What follows belongs to an exercise in optimizing a design on an open flow for small area, a short achievable clock period and few clock cycles per item; a production flow would make more cautious choices. Where RTL was checked, it was by simulation tests only, not by an equivalence proof against the original. Power is estimated from default activity; no workload was simulated.

oak:
## encoder_speed_and_ramped_setpoint_core
module encoder_speed_and_ramped_setpoint_core (
  input  logic clk,
  input  logic rst,
  input  logic psel,
  input  logic penable,
  input  logic pwrite,
  input  logic [4:0] paddr,
  input  logic [31:0] pwdata,
  output logic [31:0] prdata,
  output logic pready,
  input  logic in_valid,
  output logic in_ready,
  input  logic signed [31:0] encoder_count,
  input  logic [31:0] time_ms,
  input  logic signed [16:0] target_speed_mm_s,
  output logic out_valid,
  input  logic out_ready,
  output logic signed [23:0] measured_speed_mm_s,
  output logic signed [20:0] measured_scaled,
  output logic signed [16:0] ramped_speed_mm_s,
  output logic signed [10:0] setpoint_scaled
);
Size: roughly 850 flip-flops, about 230 I/O pins, about 0.060 mm^2 of cells after synthesis.
clock: 8.0 ns
lec_check: 0
cap_margin: 20
core_margin: 2
core_utilization: 40
cts_buf_list: sky130_fd_sc_hd__clkbuf_4 sky130_fd_sc_hd__clkbuf_8
cts_cluster_size: 30
gpl_routability_driven: 0
place_density_lb_addon: 0.2
setup_slack_margin: 3.5
slew_margin: 20
run.sh (not shown) runs the stock make flow with config.mk's settings and CLKGATE_MAP_FILE= SYNTH_SCRIPT=/design/flow/synth_recipe.tcl, a recipe that flattens the netlist after the stock synthesis.
Setup changes, oak to pine
Settings: a deleted PLACE_DENSITY_LB_ADDON that had been 0.2; a change of SETUP_SLACK_MARGIN from 3.5 to 3.6.
Notes after the runs:
- pine completed end to end with timing, DRC and antenna clean.
- pine vs oak: global-route usage down
- Between oak and pine, the final design utilization figures differ only marginally.
- ~same sequential share of cell area in pine and oak
- Diff oak..pine | number of levels in the clock H-tree | unchanged
- Compared with oak, in pine total CTS buffers decreased by 3.7% relative to the old numbers, count of cells resized by post-cts repair higher, met3 usage shrank by 0.42 points.
- Looking at number of non-clock buffers in the layout, pine sits 8 above oak.
Function was not checked in any run of this note: the RTL went through the layout flow alone.


== willow ==
encoder_speed_and_ramped_setpoint_core, a different RTL version from the one above (not shown whole).
Size in the first run: ~6700 cells after synthesis, ~850 flip-flops, ~230 I/O pins.
Settings: LEC_CHECK=0, CAP_MARGIN=20, CORE_MARGIN=2, CORE_UTILIZATION=40, SETUP_SLACK_MARGIN=3.7, SLEW_MARGIN=20; clock period 8.0 ns.
Finished, but not clean: willow, with antenna violations.
Testbench counts of willow, summed over its fixed seeds: cycles 24,204, items 1,920.
Changes in harbor relative to willow:
diff --git a/flow/config.mk b/flow/config.mk
--- a/flow/config.mk
+++ b/flow/config.mk
@@ -6,7 +6,10 @@
 export NUM_CORES = 4
 export LEC_CHECK = 0
-export CAP_MARGIN = 20
+export CAP_MARGIN = 5
 export CORE_MARGIN = 2
 export CORE_UTILIZATION = 40
-export SETUP_SLACK_MARGIN = 3.7
-export SLEW_MARGIN = 20
+export CTS_BUF_LIST = sky130_fd_sc_hd__clkbuf_4 sky130_fd_sc_hd__clkbuf_8
+export CTS_CLUSTER_SIZE = 30
+export GPL_ROUTABILITY_DRIVEN = 0
+export SETUP_SLACK_MARGIN = 3.6
+export SLEW_MARGIN = 5
### Flow results
harbor | status: complete | timing, DRC, antenna: pass
Between willow and harbor, the total DRC errors in the routed layout does not differ in any meaningful way.
| total power | harbor vs willow | better |
In harbor the post-route cell area turned out about 0.5% lower than in willow.
harbor vs willow: clock-buffer cell count up by more than half
harbor vs willow: net switching power of the design down
harbor ended up with prdata[8] as its capture point of the critical path; willow ended up with prdata[6].
On harbor: sequential share of layout area is 0.16 points higher than what willow gave.


== the reference run ==
Starting RTL as in the previous note.
clock: 8.0 ns
lec_check: 0
cap_margin: 20
core_margin: 2
core_utilization: 40
cts_buf_list: sky130_fd_sc_hd__clkbuf_8
cts_cluster_size: 20
setup_slack_margin: 3.7
slew_margin: 20
The reference run completed end to end with timing, DRC and antenna clean.
Testbench counts of the reference run, summed over its fixed seeds: cycles 24,204, items 1,920.
--- input diff the reference run..the trial run ---
diff --git a/flow/config.mk b/flow/config.mk
--- a/flow/config.mk
+++ b/flow/config.mk
@@ -9,6 +9,7 @@
 export CORE_MARGIN = 2
 export CORE_UTILIZATION = 40
-export CTS_BUF_LIST = sky130_fd_sc_hd__clkbuf_8
-export CTS_CLUSTER_SIZE = 20
-export SETUP_SLACK_MARGIN = 3.7
+export CTS_BUF_LIST = sky130_fd_sc_hd__clkbuf_4 sky130_fd_sc_hd__clkbuf_8
+export CTS_CLUSTER_SIZE = 30
+export GPL_ROUTABILITY_DRIVEN = 0
+export SETUP_SLACK_MARGIN = 3.6
 export SLEW_MARGIN = 20
Notes after the runs:
- From the reference run to the trial run the numbers moved as follows: areal power density over the cells went up by about 1.9%; final period utilization down 0.23 points; maximum frequency now larger.
- Latest clock arrival within the worst-skew pair down 0.02 ns in the trial run wrt the reference run
- The global routing met3 resource utilization in the trial run sits 0.15 points above the value recorded for the reference run.
- The trial run vs the reference run: met1 demand-to-capacity share in global routing up in the trial run
- The trial run reports a higher cell area than the reference run does.

==> static timing again, ports no longer ideal <==
How much do the figures lean on ideal ports? The routed layouts below were timed once more, with nothing changed but the port constraints. Step 1 sets driving cells, clkbuf_16 on the clock port and buf_2 on the other inputs (assumed; they add their load-dependent delay and slew). Step 2 also shifts input and output timing later by t, the mid clock arrival at the registers, as if the neighbouring blocks saw the same clock. a / b / c = no drivers / after step 1 / after step 2; a / b = the first two.
| run | shift t [ns] | setup WS [ns] | worst setup path at the end |
|---|---|---|---|
| oak | 0.982 | 3.426 / 3.328 / 2.732 | input to register |
| pine | 0.982 | 3.505 / 3.399 / 2.821 | input to register |
| willow | 0.805 | 3.466 / 3.409 / 3.083 | input to register |
| harbor | 0.949 | 3.507 / 3.445 / 2.877 | input to register |
| the reference run | 0.972 | 3.484 / 3.435 / 2.923 | input to register |
| the trial run | 0.951 | 3.502 / 3.440 / 2.877 | input to register |
For oak, which loses most, drivers alone change the setup slack by -0.098 ns; drivers and shift together by -0.694 ns.
